This is an optimization exercise on Yosys and OpenROAD, whose aim is small area, not a production implementation. In this exercise RTL edits were held to simulation tests only and were not proved equivalent to the original. The clock port is modelled as an ideal driver; clocking choices that lean on that would not hold on a real chip. Power figures rest on the tool's default switching activity, not on a simulated workload.

==> flow/design.v (excerpt) <==
module axi_adxl345 (
    input  logic       S_AXI_LITE_ACLK,
    input  logic       S_AXI_LITE_ARESETN,
    input  adxl_pkg::axi_addr_t  S_AXI_LITE_AWADDR,
    input  logic       S_AXI_LITE_AWVALID,
    output logic       S_AXI_LITE_AWREADY,
    input  adxl_pkg::axi_data_t  S_AXI_LITE_WDATA,
    input  adxl_pkg::axi_strb_t  S_AXI_LITE_WSTRB,
    input  logic       S_AXI_LITE_WVALID,
    output logic       S_AXI_LITE_WREADY,
    output logic [1:0] S_AXI_LITE_BRESP,
    output logic       S_AXI_LITE_BVALID,
    input  logic       S_AXI_LITE_BREADY,
    input  adxl_pkg::axi_addr_t  S_AXI_LITE_ARADDR,
    input  logic       S_AXI_LITE_ARVALID,
    output logic       S_AXI_LITE_ARREADY,
    output adxl_pkg::axi_data_t  S_AXI_LITE_RDATA,
    output logic [1:0] S_AXI_LITE_RRESP,
    output logic       S_AXI_LITE_RVALID,
    input  logic       S_AXI_LITE_RREADY,
    output adxl_pkg::byte_t      M_AXIS_TDATA,
    output adxl_pkg::byte_t      M_AXIS_TUSER,
    output logic       M_AXIS_TVALID,
    output logic       M_AXIS_TLAST,
    input  logic       M_AXIS_TREADY,
    input  adxl_pkg::byte_t      S_AXIS_TDATA,
    input  adxl_pkg::byte_t      S_AXIS_TUSER,
    input  logic       S_AXIS_TVALID,
    input  logic       S_AXIS_TLAST,
    output logic       S_AXIS_TREADY
);
Size in the first run: about 2,800 cells after synthesis.
export LEC_CHECK = 0
export ABC_AREA = 1
export CAP_MARGIN = 20
export CORE_MARGIN = 2
export CORE_UTILIZATION = 65
export GPL_TIMING_DRIVEN = 0
export SLEW_MARGIN = 20
create_clock -name core_clock -period 10.0 [get_ports {S_AXI_LITE_ACLK}]
standard.sh (not shown) runs the stock make flow with config.mk's settings and CLKGATE_MAP_FILE= SYNTH_SCRIPT=/design/flow/synth_recipe.tcl, a recipe that flattens the netlist after the stock synthesis.
==> flow/flow/run.sh <==
#!/bin/bash
# Standard synthesis; then ABC re-maps its combinational logic for area in a
# few ways (registers untouched); each candidate netlist is placed and given
# its clock tree, and the one with the smallest cell area goes through the
# standard layout, with small port buffers and a clock tree without dummy
# loads. Each tool's output goes to its own log.
set -euo pipefail
W=$(pwd)
BASE=results/$FLOW_PLATFORM/axi_adxl345/base
R=$W/orfs/$BASE
LIB=$FLOW_HOME/platforms/$FLOW_PLATFORM/lib/sky130_fd_sc_hd__tt_025C_1v80.lib
YOSYS=$(command -v yosys || echo "$FLOW_HOME/../tools/install/yosys/bin/yosys")
BUF_ARGS="-buffer_cell sky130_fd_sc_hd__buf_1"
CTS="$(cat "$W/flow/cts_args")"

bash standard.sh synth > "$W/log_1_standard_synth.log" 2>&1
cp "$R/1_2_yosys.v" "$W/standard_netlist.v"

python3 "$W/flow/comb_lib.py" "$LIB" "$W/comb.lib" > "$W/log_2_comb_lib.log" 2>&1

# candidate ABC scripts: two plain ones (0, 1) and deepsyn with a few seeds
cp "$W/flow/abc_base.script" "$W/abc_0.script"
cp "$W/flow/abc_base2.script" "$W/abc_1.script"
k=2
for s in 0 1 2 3 4 8; do
    sed -e "s#@T@#60#" -e "s#@S@#$s#" "$W/flow/abc_deep.script" > "$W/abc_$k.script"
    k=$((k + 1))
done
remap() {
    sed -e "s#@LIB@#$LIB#g" -e "s#@COMB@#$W/comb.lib#g" -e "s#@IN@#$W/standard_netlist.v#g" \
        -e "s#@OUT@#$W/remap_$1.v#g" -e "s#@TOP@#$FLOW_TOP#g" -e "s#@ABC@#$W/abc_$1.script#g" \
        "$W/flow/remap.ys" > "$W/remap_$1.ys"
    timeout 900 "$YOSYS" -l "$W/log_3_remap_$1.log" -q "$W/remap_$1.ys" > /dev/null 2>&1 || true
}
for k in 2 3 4 5; do remap $k & done
wait
for k in 6 7 0 1; do remap $k & done
wait
rm -f "$W/comb.lib"

# place each candidate up to its clock tree, in a copy of the standard work
# folder, and note its cell area (without tap cells)
place() {
    local E=$W/eval_$1
    rm -rf "$E"
    mkdir -p "$E"
    cp -a "$W/orfs" "$E/orfs"
    rm -f "$E/orfs/$BASE/1_synth."*
    cp "$W/remap_$1.v" "$E/orfs/$BASE/1_2_yosys.v"
    touch "$E/orfs/$BASE/1_2_yosys.v"
    timeout 1200 make -C "$FLOW_HOME" DESIGN_CONFIG="$W/config.mk" WORK_HOME="$E/orfs" \
        CLKGATE_MAP_FILE= SYNTH_SCRIPT="$W/synth_recipe.tcl" NUM_CORES=1 \
        BUFFER_PORTS_ARGS="$BUF_ARGS" CTS_ARGS="$CTS" cts > "$W/log_5_eval_$1.log" 2>&1 || true
}
ks=$(python3 "$W/flow/pick.py" --all "$W" 0 1 2 3 4 5 6 7 2> "$W/log_3_remap_areas.log")
n=0
for k in $ks; do
    place $k &
    n=$((n + 1))
    if [ $((n % 4)) -eq 0 ]; then wait; fi
done
wait
best=$(python3 "$W/flow/pick.py" --placed "$W" $ks 2> "$W/log_5_eval_areas.log")
echo "picked remap_$best" > "$W/log_6_pick.log"
for k in $ks; do rm -rf "$W/eval_$k"; done
cp "$W/remap_$best.v" "$R/1_2_yosys.v"

bash standard.sh \
    BUFFER_PORTS_ARGS="$BUF_ARGS" \
    CTS_ARGS="$CTS" \
    finish > "$W/log_4_standard_layout.log" 2>&1
Other scripts of this flow, unchanged in this note and not shown: flow/flow/abc_base.script, flow/flow/abc_base2.script, flow/flow/abc_deep.script, flow/flow/comb_lib.py, flow/flow/cts_args, flow/flow/pick.py, flow/flow/remap.ys
The first run produced a clean layout.
Edit:
Settings changed: CORE_UTILIZATION 65 to 62.
Outcome:
- The changed run passed the timing, DRC and antenna checks
- maximum frequency goes up by 2.8%
- final cell count rises by 1.5%
- count of clock-buffer cells in the layout stays the same
- via count went down by 0.87%
- global-route usage came out lower by 2.2 points
- utilization came out lower by 3.4 points
- clock power is about the same
- hold slack loses 0.012 ns

Another version of the RTL of axi_adxl345 (not shown whole).
Size in the first run: roughly 28,000 sq um of cells after synthesis.
Settings: LEC_CHECK=0, ABC_AREA=1, CAP_MARGIN=20, CORE_MARGIN=2, CORE_UTILIZATION=62, GPL_TIMING_DRIVEN=0, SLEW_MARGIN=20; clock period 10.0 ns.
==> flow/flow/run.sh <==
#!/bin/bash
# Standard synthesis, then ABC re-maps its combinational logic for area
# (registers untouched; several ABC scripts are tried and the smallest
# netlist is kept), then the standard layout with small port buffers and a
# clock tree without dummy loads. Each tool's output goes to its own log.
set -euo pipefail
W=$(pwd)
R=$W/orfs/results/$FLOW_PLATFORM/axi_adxl345/base
LIB=$FLOW_HOME/platforms/$FLOW_PLATFORM/lib/sky130_fd_sc_hd__tt_025C_1v80.lib
YOSYS=$(command -v yosys || echo "$FLOW_HOME/../tools/install/yosys/bin/yosys")

bash standard.sh synth > "$W/log_1_standard_synth.log" 2>&1
cp "$R/1_2_yosys.v" "$W/standard_netlist.v"

python3 "$W/flow/comb_lib.py" "$LIB" "$W/comb.lib" > "$W/log_2_comb_lib.log" 2>&1

# candidate ABC scripts: the plain one and deepsyn with a few seeds
cp "$W/flow/abc_base.script" "$W/abc_0.script"
for s in 1 2 3; do
    sed -e "s#@T@#100#" -e "s#@S@#$s#" "$W/flow/abc_deep.script" > "$W/abc_$s.script"
done
for k in 0 1 2 3; do
    sed -e "s#@LIB@#$LIB#g" -e "s#@COMB@#$W/comb.lib#g" -e "s#@IN@#$W/standard_netlist.v#g" \
        -e "s#@OUT@#$W/remap_$k.v#g" -e "s#@TOP@#$FLOW_TOP#g" -e "s#@ABC@#$W/abc_$k.script#g" \
        "$W/flow/remap.ys" > "$W/remap_$k.ys"
    ( timeout 900 "$YOSYS" -l "$W/log_3_remap_$k.log" -q "$W/remap_$k.ys" > /dev/null 2>&1 || true ) &
done
wait
best=$(python3 "$W/flow/pick.py" "$W" 0 1 2 3 2> "$W/log_3_remap_areas.log")
echo "picked remap_$best" > "$W/log_3_remap_pick.log"
rm -f "$W/comb.lib"
cp "$W/remap_$best.v" "$R/1_2_yosys.v"

bash standard.sh \
    BUFFER_PORTS_ARGS="-buffer_cell sky130_fd_sc_hd__buf_1" \
    CTS_ARGS="$(cat "$W/flow/cts_args")" \
    finish > "$W/log_4_standard_layout.log" 2>&1
==> flow/flow/abc_base.script <==
strash
&get -n
&fraig -x
&put
dc2
strash
&get -n
&dch -f
&nf -R 1000 -F 8 -C 32
&put
==> flow/flow/abc_deep.script <==
strash
&get -n
&fraig -x
&deepsyn -T @T@ -S @S@
&put
strash
&get -n
&dch -f
&nf -R 1000 -F 8 -C 32
&put
==> flow/flow/pick.py <==
# Prints the index of the re-mapped netlist with the smallest cell area
# among those whose Yosys run finished and passed its check.
import re
import sys

work = sys.argv[1]
best = None
for k in sys.argv[2:]:
    try:
        log = open(f"{work}/log_3_remap_{k}.log").read()
    except OSError:
        continue
    if "End of script" not in log or "Found and reported 0 problems" not in log:
        continue
    areas = re.findall(r"Chip area for module .*?: ([\d.]+)", log)
    if len(areas) < 2:
        continue
    area = float(areas[-1])
    print(f"remap_{k}: {area}", file=sys.stderr)
    if best is None or area < best[0]:
        best = (area, k)
if best is None:
    sys.exit("no re-mapped netlist")
print(best[1])
Other scripts of this flow, unchanged in this note and not shown: flow/flow/comb_lib.py, flow/flow/cts_args, flow/flow/remap.ys
Then changed:
--- a/flow/flow/run.sh
+++ b/flow/flow/run.sh
@@ -16,15 +16,19 @@
 
-# candidate ABC scripts: the plain one and deepsyn with a few seeds
+# candidate ABC scripts: the plain one (0) and deepsyn with a few seeds
 cp "$W/flow/abc_base.script" "$W/abc_0.script"
-for s in 1 2 3; do
-    sed -e "s#@T@#100#" -e "s#@S@#$s#" "$W/flow/abc_deep.script" > "$W/abc_$s.script"
+k=1
+for s in 0 1 2 8; do
+    sed -e "s#@T@#60#" -e "s#@S@#$s#" "$W/flow/abc_deep.script" > "$W/abc_$k.script"
+    k=$((k + 1))
 done
-for k in 0 1 2 3; do
+remap() {
     sed -e "s#@LIB@#$LIB#g" -e "s#@COMB@#$W/comb.lib#g" -e "s#@IN@#$W/standard_netlist.v#g" \
-        -e "s#@OUT@#$W/remap_$k.v#g" -e "s#@TOP@#$FLOW_TOP#g" -e "s#@ABC@#$W/abc_$k.script#g" \
-        "$W/flow/remap.ys" > "$W/remap_$k.ys"
-    ( timeout 900 "$YOSYS" -l "$W/log_3_remap_$k.log" -q "$W/remap_$k.ys" > /dev/null 2>&1 || true ) &
-done
+        -e "s#@OUT@#$W/remap_$1.v#g" -e "s#@TOP@#$FLOW_TOP#g" -e "s#@ABC@#$W/abc_$1.script#g" \
+        "$W/flow/remap.ys" > "$W/remap_$1.ys"
+    timeout 900 "$YOSYS" -l "$W/log_3_remap_$1.log" -q "$W/remap_$1.ys" > /dev/null 2>&1 || true
+}
+for k in 1 2 3 4; do remap $k & done
 wait
-best=$(python3 "$W/flow/pick.py" "$W" 0 1 2 3 2> "$W/log_3_remap_areas.log")
+remap 0
+best=$(python3 "$W/flow/pick.py" "$W" 0 1 2 3 4 2> "$W/log_3_remap_areas.log")
 echo "picked remap_$best" > "$W/log_3_remap_pick.log"
- The changed run passed the timing, DRC and antenna checks
- global-route usage decreases by 1.3 points
- clock power hardly moves
- core utilization went up by 0.35 points
- worst setup slack improves by 130 ps
- final area is lower by 1.2%
- non-clock buffer count is lower by 3
- sequential cell count does not change
- wire length drops by 4.7%
- power drops by 0.91%
- sequential power barely changes
- area after synthesis drops by 0.95%
Then changed:
==> flow/flow/run.sh (replaced) <==
#!/bin/bash
# Standard synthesis, then ABC re-maps its combinational logic for area
# (registers untouched), then the standard layout with small port buffers and
# a clock tree without dummy loads. Each tool's output goes to its own log.
set -euo pipefail
W=$(pwd)
R=$W/orfs/results/$FLOW_PLATFORM/axi_adxl345/base
LIB=$FLOW_HOME/platforms/$FLOW_PLATFORM/lib/sky130_fd_sc_hd__tt_025C_1v80.lib
YOSYS=$(command -v yosys || echo "$FLOW_HOME/../tools/install/yosys/bin/yosys")

bash standard.sh synth > "$W/log_1_standard_synth.log" 2>&1
cp "$R/1_2_yosys.v" "$W/standard_netlist.v"

python3 "$W/flow/comb_lib.py" "$LIB" "$W/comb.lib" > "$W/log_2_comb_lib.log" 2>&1
sed -e "s#@LIB@#$LIB#g" -e "s#@COMB@#$W/comb.lib#g" -e "s#@IN@#$W/standard_netlist.v#g" \
    -e "s#@OUT@#$W/remap.v#g" -e "s#@TOP@#$FLOW_TOP#g" -e "s#@ABC@#$W/flow/abc_area.script#g" "$W/flow/remap.ys" > "$W/remap_run.ys"
"$YOSYS" -l "$W/log_3_remap.log" -q "$W/remap_run.ys" > /dev/null 2>&1
rm -f "$W/comb.lib"
cp "$W/remap.v" "$R/1_2_yosys.v"

bash standard.sh \
    BUFFER_PORTS_ARGS="-buffer_cell sky130_fd_sc_hd__buf_1" \
    CTS_ARGS="$(cat "$W/flow/cts_args")" \
    finish > "$W/log_4_standard_layout.log" 2>&1
==> flow/flow/abc_area.script (new file) <==
strash
&get -n
&fraig -x
&put
dc2
strash
&get -n
&dch -f
&nf -R 1000 -F 8 -C 32
&put
- CORE_UTILIZATION: 62 -> 50
removed: flow/flow/abc_base.script
removed: flow/flow/abc_deep.script
removed: flow/flow/pick.py
=> The changed run finished with timing, DRC and antenna clean. Worst setup slack improves by 170 ps. Sequential power went up by about 4%. Global-route usage came out lower by 7.7 points. Maximum frequency rose by 3.3%. Register-to-register slack gets worse by 340 ps. Clock-buffer cell count came out higher by 1. Routed wire length goes up by 3.3%. Cell count grows by 4.2%. Clock skew stays flat. Power came out higher by 8.5%. Final area grows by 3.2%.

[afterwards: timing with drivers on the ports]
In the flow no input, the clock included, has a driving cell. The finished layouts below were timed again as built, in two steps.
Step 1, drivers: a clkbuf_16 drives S_AXI_LITE_ACLK and a buf_2 each remaining input, both assumed.
Step 2 also shifts input and output timing later by t, the mid clock arrival at the registers, as if the neighbouring blocks saw the same clock.
Slacks: no drivers / after step 1 / after step 2; pairs: no drivers / after step 1.
| run | t, ns | slack for setup (ns) | clock arrival spread, ns | worst register clock-pin slew, ns |
|---|---|---|---|---|
| the first run of note 1 | 0.637 | 4.673 / 4.711 / 4.075 | 0.029 / 0.029 | 0.11 / 0.11 |
| the second run of note 1 | 0.641 | 4.820 / 4.760 / 4.443 | 0.043 / 0.044 | 0.11 / 0.11 |
| the first run of note 2 | 0.649 | 4.440 / 4.381 / 4.301 | 0.049 / 0.049 | 0.09 / 0.09 |
| the second run of note 2 | 0.661 | 4.566 / 4.506 / 4.666 | 0.041 / 0.041 | 0.09 / 0.09 |
| the third run of note 2 | 0.649 | 4.738 / 4.777 / 4.128 | 0.060 / 0.060 | 0.10 / 0.10 |
After both steps setup and hold are still met in every run listed. The setup slack of the third run of note 2, which loses most, moves by +0.039 ns with the drivers and by -0.610 ns with both steps.
